What follows belongs to an exercise in optimizing a design on an open flow for small area and a short achievable clock period; a production flow would make more cautious choices. Only simulation tests tie the RTL to the original design; equivalence was not proved. Power and IR drop assume default switching activity.

## garnet
==> flow/design.v <==
package ej32_pkg;
    typedef enum logic [1:0] {
        OP_NOP  = 2'b00,
        OP_PUSH = 2'b01,
        OP_POP  = 2'b10,
        OP_PICK = 2'b11
    } stack_ops;
    localparam int EJ32_DEPTH = 64;
    localparam int EJ32_DSZ   = 32;
endpackage
module ej32_stack_rf
#(
    parameter int DEPTH = ej32_pkg::EJ32_DEPTH,
    parameter int DSZ   = ej32_pkg::EJ32_DSZ
) (
    input  logic                clk,
    input  logic [DEPTH-2:0]    i_wsel,
    input  logic [DEPTH-2:0]    i_wkeep,
    input  logic [DSZ-1:0]      i_wdata,
    input  logic [3:0][7:0]     i_rpos,     
    output logic [7:0][DSZ-1:0] o_grp
);
    logic [7:0][7:0][DSZ-1:0] w_row;       
    for (genvar i = 0; i < DEPTH-1; i++) begin : g_row
        logic [DSZ-1:0] r_row;
        always_ff @(posedge clk) begin
            r_row <= ({DSZ{i_wsel[i]}} & i_wdata) | ({DSZ{i_wkeep[i]}} & r_row);
        end
        assign w_row[i/8][i%8] = r_row;
    end
    assign w_row[7][7] = '0;
    for (genvar g = 0; g < 8; g++) begin : g_grp
        ej32_sel_or #(.N(8), .DSZ(DSZ)) u_pos (
            .i_sel  (i_rpos[g/2]),
            .i_data (w_row[g]),
            .o_data (o_grp[g])
        );
    end
endmodule
module ej32_sel_or
#(
    parameter int N   = 8,
    parameter int DSZ = ej32_pkg::EJ32_DSZ
) (
    input  logic [N-1:0]          i_sel,
    input  logic [N-1:0][DSZ-1:0] i_data,
    output logic [DSZ-1:0]        o_data
);
    always_comb begin
        o_data = '0;
        for (int k = 0; k < N; k++) begin
            o_data = o_data | ({DSZ{i_sel[k]}} & i_data[k]);
        end
    end
endmodule
module ej32_or_n
#(
    parameter int N   = 2,
    parameter int DSZ = ej32_pkg::EJ32_DSZ
) (
    input  logic [N-1:0][DSZ-1:0] i_data,
    output logic [DSZ-1:0]        o_data
);
    always_comb begin
        o_data = '0;
        for (int k = 0; k < N; k++) begin
            o_data = o_data | i_data[k];
        end
    end
endmodule
module ej32_rot8 (
    input  logic [7:0] i_oh,
    input  logic [7:0] i_reg,
    output logic [7:0] o_rot
);
    always_comb begin
        for (int j = 0; j < 8; j++) begin
            o_rot[j] = 1'b0;
            for (int k = 0; k < 8; k++) begin
                o_rot[j] = o_rot[j] | (i_oh[k] & i_reg[(k+j)%8]);
            end
        end
    end
endmodule
module ej32_dstack
#(
    parameter int DEPTH = ej32_pkg::EJ32_DEPTH,
    parameter int DSZ   = ej32_pkg::EJ32_DSZ
) (
    input  logic                     clk,
    input  logic                     rst,
    input  logic [1:0]               op,
    input  logic [DSZ-1:0]           vi,
    output logic [DSZ-1:0]           s,
    output logic [$clog2(DEPTH):0]   sp,
    output logic                     empty,
    output logic                     full,
    output logic                     ovf,
    output logic                     udf
);
    localparam int AW = $clog2(DEPTH);
    logic [DSZ-1:0] r_tos;
    logic [DSZ-1:0] r_tos_w;     
    logic [AW:0]    r_sp;
    logic [7:0]     r_lo;        
    logic [7:0]     r_lo_le;     
    logic [7:0]     r_hi;        
    logic [7:0]     r_hi_le;     
    logic           r_empty;     
    logic           r_ovf;
    logic           r_udf;
    logic           w_push, w_pop, w_pick;
    logic [AW-1:0]  w_n;
    logic [7:0]     w_b_oh, w_a_oh;    
    logic [3:0][7:0] w_rpos;     
    logic [7:0]     w_rhi0, w_rhi;
    logic           w_borrow, w_agt, w_aeq;
    logic [DEPTH-2:0] w_wsel;
    logic [DEPTH-2:0] w_wkeep;
    logic [7:0][DSZ-1:0] w_grp;
    logic [7:0]     w_tsel;
    logic [DSZ-1:0] w_tother;
    logic [DSZ-1:0] w_rd;
    logic [DSZ-1:0] w_tos_nxt;
    logic           w_pick_bad;
    logic           w_pick0;
    logic           w_load_vi, w_load_rf, w_inc, w_dec;
    assign w_push  = (op == ej32_pkg::OP_PUSH);
    assign w_pop   = (op == ej32_pkg::OP_POP);
    assign w_pick  = (op == ej32_pkg::OP_PICK);
    assign w_n     = vi[AW-1:0];
    always_comb begin
        for (int k = 0; k < 8; k++) begin
            w_b_oh[k] = op[0] ? (w_n[2:0] == 3'(k)) : (k == 1);
            w_a_oh[k] = op[0] ? (w_n[5:3] == 3'(k)) : (k == 0);
        end
        w_borrow = 1'b0;
        w_agt    = 1'b0;
        w_aeq    = 1'b0;
        for (int j = 0; j < 8; j++) begin
            w_rhi0[j] = 1'b0;
            for (int k = 0; k < 8; k++) begin
                w_rhi0[j] = w_rhi0[j] | (w_a_oh[k] & r_hi[(k+j)%8]);
            end
            w_borrow = w_borrow | (w_b_oh[j] & ~r_lo_le[j]);
            w_agt    = w_agt    | (w_a_oh[j] & ~r_hi_le[j]);
            w_aeq    = w_aeq    | (w_a_oh[j] & r_hi[j]);
        end
        for (int j = 0; j < 8; j++) begin
            w_rhi[j] = w_borrow ? w_rhi0[(j+1)%8] : w_rhi0[j];
        end
    end
    for (genvar c = 0; c < 4; c++) begin : g_rpos
        ej32_rot8 u_rot (
            .i_oh  (w_b_oh),
            .i_reg (r_lo),
            .o_rot (w_rpos[c])
        );
    end
    always_comb begin
        for (int i = 0; i < DEPTH-1; i++) begin
            w_wsel[i]  = r_hi[i/8] & r_lo[i%8];
            w_wkeep[i] = (r_sp[AW-1:0] != AW'(i+1));
        end
    end
    ej32_stack_rf #(
        .DEPTH (DEPTH),
        .DSZ   (DSZ)
    ) u_rf (
        .clk     (clk),
        .i_wsel  (w_wsel),
        .i_wkeep (w_wkeep),
        .i_wdata (r_tos_w),
        .i_rpos  (w_rpos),
        .o_grp   (w_grp)
    );
    assign w_pick_bad = r_empty || w_agt || (w_aeq && w_borrow);
    assign w_pick0    = (w_n == '0);
    assign w_load_vi  = w_push && !r_sp[AW];
    assign w_load_rf  = (w_pop && !r_empty) || (w_pick && !w_pick_bad && !r_sp[AW] && !w_pick0);
    assign w_inc      = (w_push && !r_sp[AW]) || (w_pick && !w_pick_bad && !r_sp[AW]);
    assign w_dec      = w_pop && !r_empty;
    always_comb begin
        for (int g = 0; g < 8; g++) begin
            w_tsel[g] = w_load_rf & w_rhi[g];
        end
        w_tother = ({DSZ{w_load_vi}} & vi) | ({DSZ{!w_load_vi && !w_load_rf}} & r_tos);
    end
    ej32_sel_or #(.N(8), .DSZ(DSZ)) u_rd (
        .i_sel  (w_tsel),
        .i_data (w_grp),
        .o_data (w_rd)
    );
    ej32_or_n #(.N(2), .DSZ(DSZ)) u_tos (
        .i_data ({w_rd, w_tother}),
        .o_data (w_tos_nxt)
    );
    always_ff @(posedge clk) begin
        r_tos_w <= w_tos_nxt;
    end
    always_ff @(posedge clk or posedge rst) begin
        if (rst) begin
            r_tos   <= '0;
            r_sp    <= '0;
            r_lo    <= 8'h80;
            r_lo_le <= 8'hff;
            r_hi    <= 8'h80;
            r_hi_le <= 8'hff;
            r_empty <= 1'b1;
            r_ovf   <= 1'b0;
            r_udf   <= 1'b0;
        end else begin
            r_tos <= w_tos_nxt;
            if (w_inc) begin
                r_sp    <= r_sp + 1'b1;
                r_lo    <= {r_lo[6:0], r_lo[7]};
                r_lo_le <= r_lo[7] ? 8'h01 : {r_lo_le[6:0], 1'b1};
                if (r_lo[7]) begin
                    r_hi    <= {r_hi[6:0], r_hi[7]};
                    r_hi_le <= r_hi[7] ? 8'h01 : {r_hi_le[6:0], 1'b1};
                end
                r_empty <= 1'b0;
            end else if (w_dec) begin
                r_sp    <= r_sp - 1'b1;
                r_lo    <= {r_lo[0], r_lo[7:1]};
                r_lo_le <= r_lo[0] ? 8'hff : {1'b0, r_lo_le[7:1]};
                if (r_lo[0]) begin
                    r_hi    <= {r_hi[0], r_hi[7:1]};
                    r_hi_le <= r_hi[0] ? 8'hff : {1'b0, r_hi_le[7:1]};
                end
                r_empty <= (r_sp == (AW+1)'(1));
            end
            if (op[0] && r_sp[AW])                            r_ovf <= 1'b1;
            if ((w_pop && r_empty) || (w_pick && w_pick_bad)) r_udf <= 1'b1;
        end
    end
    assign s     = r_tos;
    assign sp    = r_sp;
    assign empty = r_empty;
    assign full  = r_sp[AW];
    assign ovf   = r_ovf;
    assign udf   = r_udf;
endmodule
export LEC_CHECK = 0
export CAP_MARGIN = 20
export CORE_MARGIN = 2
export CORE_UTILIZATION = 40
export CTS_CLUSTER_DIAMETER = 80
export CTS_CLUSTER_SIZE = 22
export SETUP_SLACK_MARGIN = 1.8
export SLEW_MARGIN = 20
export SYNTH_HIERARCHICAL = 1
create_clock -name core_clock -period 5.0 [get_ports {clk}]
standard.sh (not shown) runs the stock make flow with config.mk's settings and CLKGATE_MAP_FILE= SYNTH_SCRIPT=/design/flow/synth_recipe.tcl, a recipe that flattens the netlist after the stock synthesis.
==> flow/flow/run.sh <==
#!/bin/bash
# The standard layout, except that the port buffers are plain buffers (buf_4, which the
# resizer may then size within the buf family) rather than the flow's default delay buffers.
# make's full output goes to make.log here; each ORFS step also keeps its own log under orfs/logs.
set -euo pipefail
bash standard.sh BUFFER_PORTS_ARGS="-buffer_cell sky130_fd_sc_hd__buf_4" finish > make.log 2>&1
diff inputs: garnet => maple
- SETUP_SLACK_MARGIN changed from 1.8 to 2.3
[summary]
- The setup slack of maple is larger than that of garnet.
- Density: maple denser than garnet
- garnet -> maple: standby leakage power increased slightly
- Sequential share of layout area: garnet and maple compared, lower one is maple
- Looking at garnet and maple, the area taken by flip-flops and latches is a wash.
- r_tos[2] as the last element of the critical path was reported by garnet, and r_tos[7] by maple.
Changes in nickel relative to maple:
- a change of CORE_UTILIZATION from 40 to 55
--- outcome ---
Going from maple to nickel, initial cell density of the core increased 15 points, total power after layout increased 1.1%, flip-flop and latch share of the layout cell area increased 1.3 points, post-detailed-placement cell area decreased 0.0013 mm2. NOTE: cell area after layout in nickel falls short of that of maple. Looking at ratio of final minimum period to clock period, nickel sits above maple. Looking at least setup slack across all paths after layout across both flows, nickel is the weaker of the two, with maple ahead. maple fits on a die that is larger than the die of nickel.
#### Input delta (amber over nickel)
- CORE_UTILIZATION now 45, was 55
--- outcome ---
- Against nickel as the reference, amber delivers a lower number of clock buffers in the layout.
- Startpoint-to-endpoint class of the critical path = flip-flop to flip-flop: amber; startpoint-to-endpoint class of the critical path = input port to flip-flop: nickel
- Per the comparison of amber with nickel, count of plain and timing-repair buffers went up 180, sequential share of layout area went down 1.2 points, full die area went up 22%, wire length of the first global-routing pass went down 2.0%, power density over cell area went down about 2.6%.
- Measured against each other, nickel and amber differ in leakage power, the lower figure coming from nickel.
- The overall power after layout was comparable across nickel and amber.

[separate check: timing with driven ports]
The flow's constraints put no driver on any port. The routed layouts listed below were extracted and timed again, unchanged, in two steps. Step 1 sets driving cells, clkbuf_16 on the clock port and buf_2 on the other inputs (assumed; they add their load-dependent delay and slew). Step 2 also shifts input and output timing later by t, the mid clock arrival at the registers, as if the neighbouring blocks saw the same clock. Slacks: ideal / step 1 / step 2; pairs: ideal / step 1.
| run | t, ns | setup slack, ns | worst setup path after step 2 | slew at the worst register clock pin (ns) |
|---|---|---|---|---|
| garnet | 0.895 | 1.449 / 1.378 / 0.483 | input to register | 0.10 / 0.10 |
| maple | 0.916 | 1.621 / 1.581 / 0.665 | input to register | 0.10 / 0.10 |
| nickel | 0.871 | 1.315 / 1.224 / 0.354 | input to register | 0.10 / 0.10 |
| amber | 0.903 | 1.524 / 1.444 / 0.542 | input to register | 0.10 / 0.10 |
After both steps setup and hold are still met in every run listed. The setup slack of amber, which loses most, moves by -0.080 ns with the drivers and by -0.982 ns with both steps.
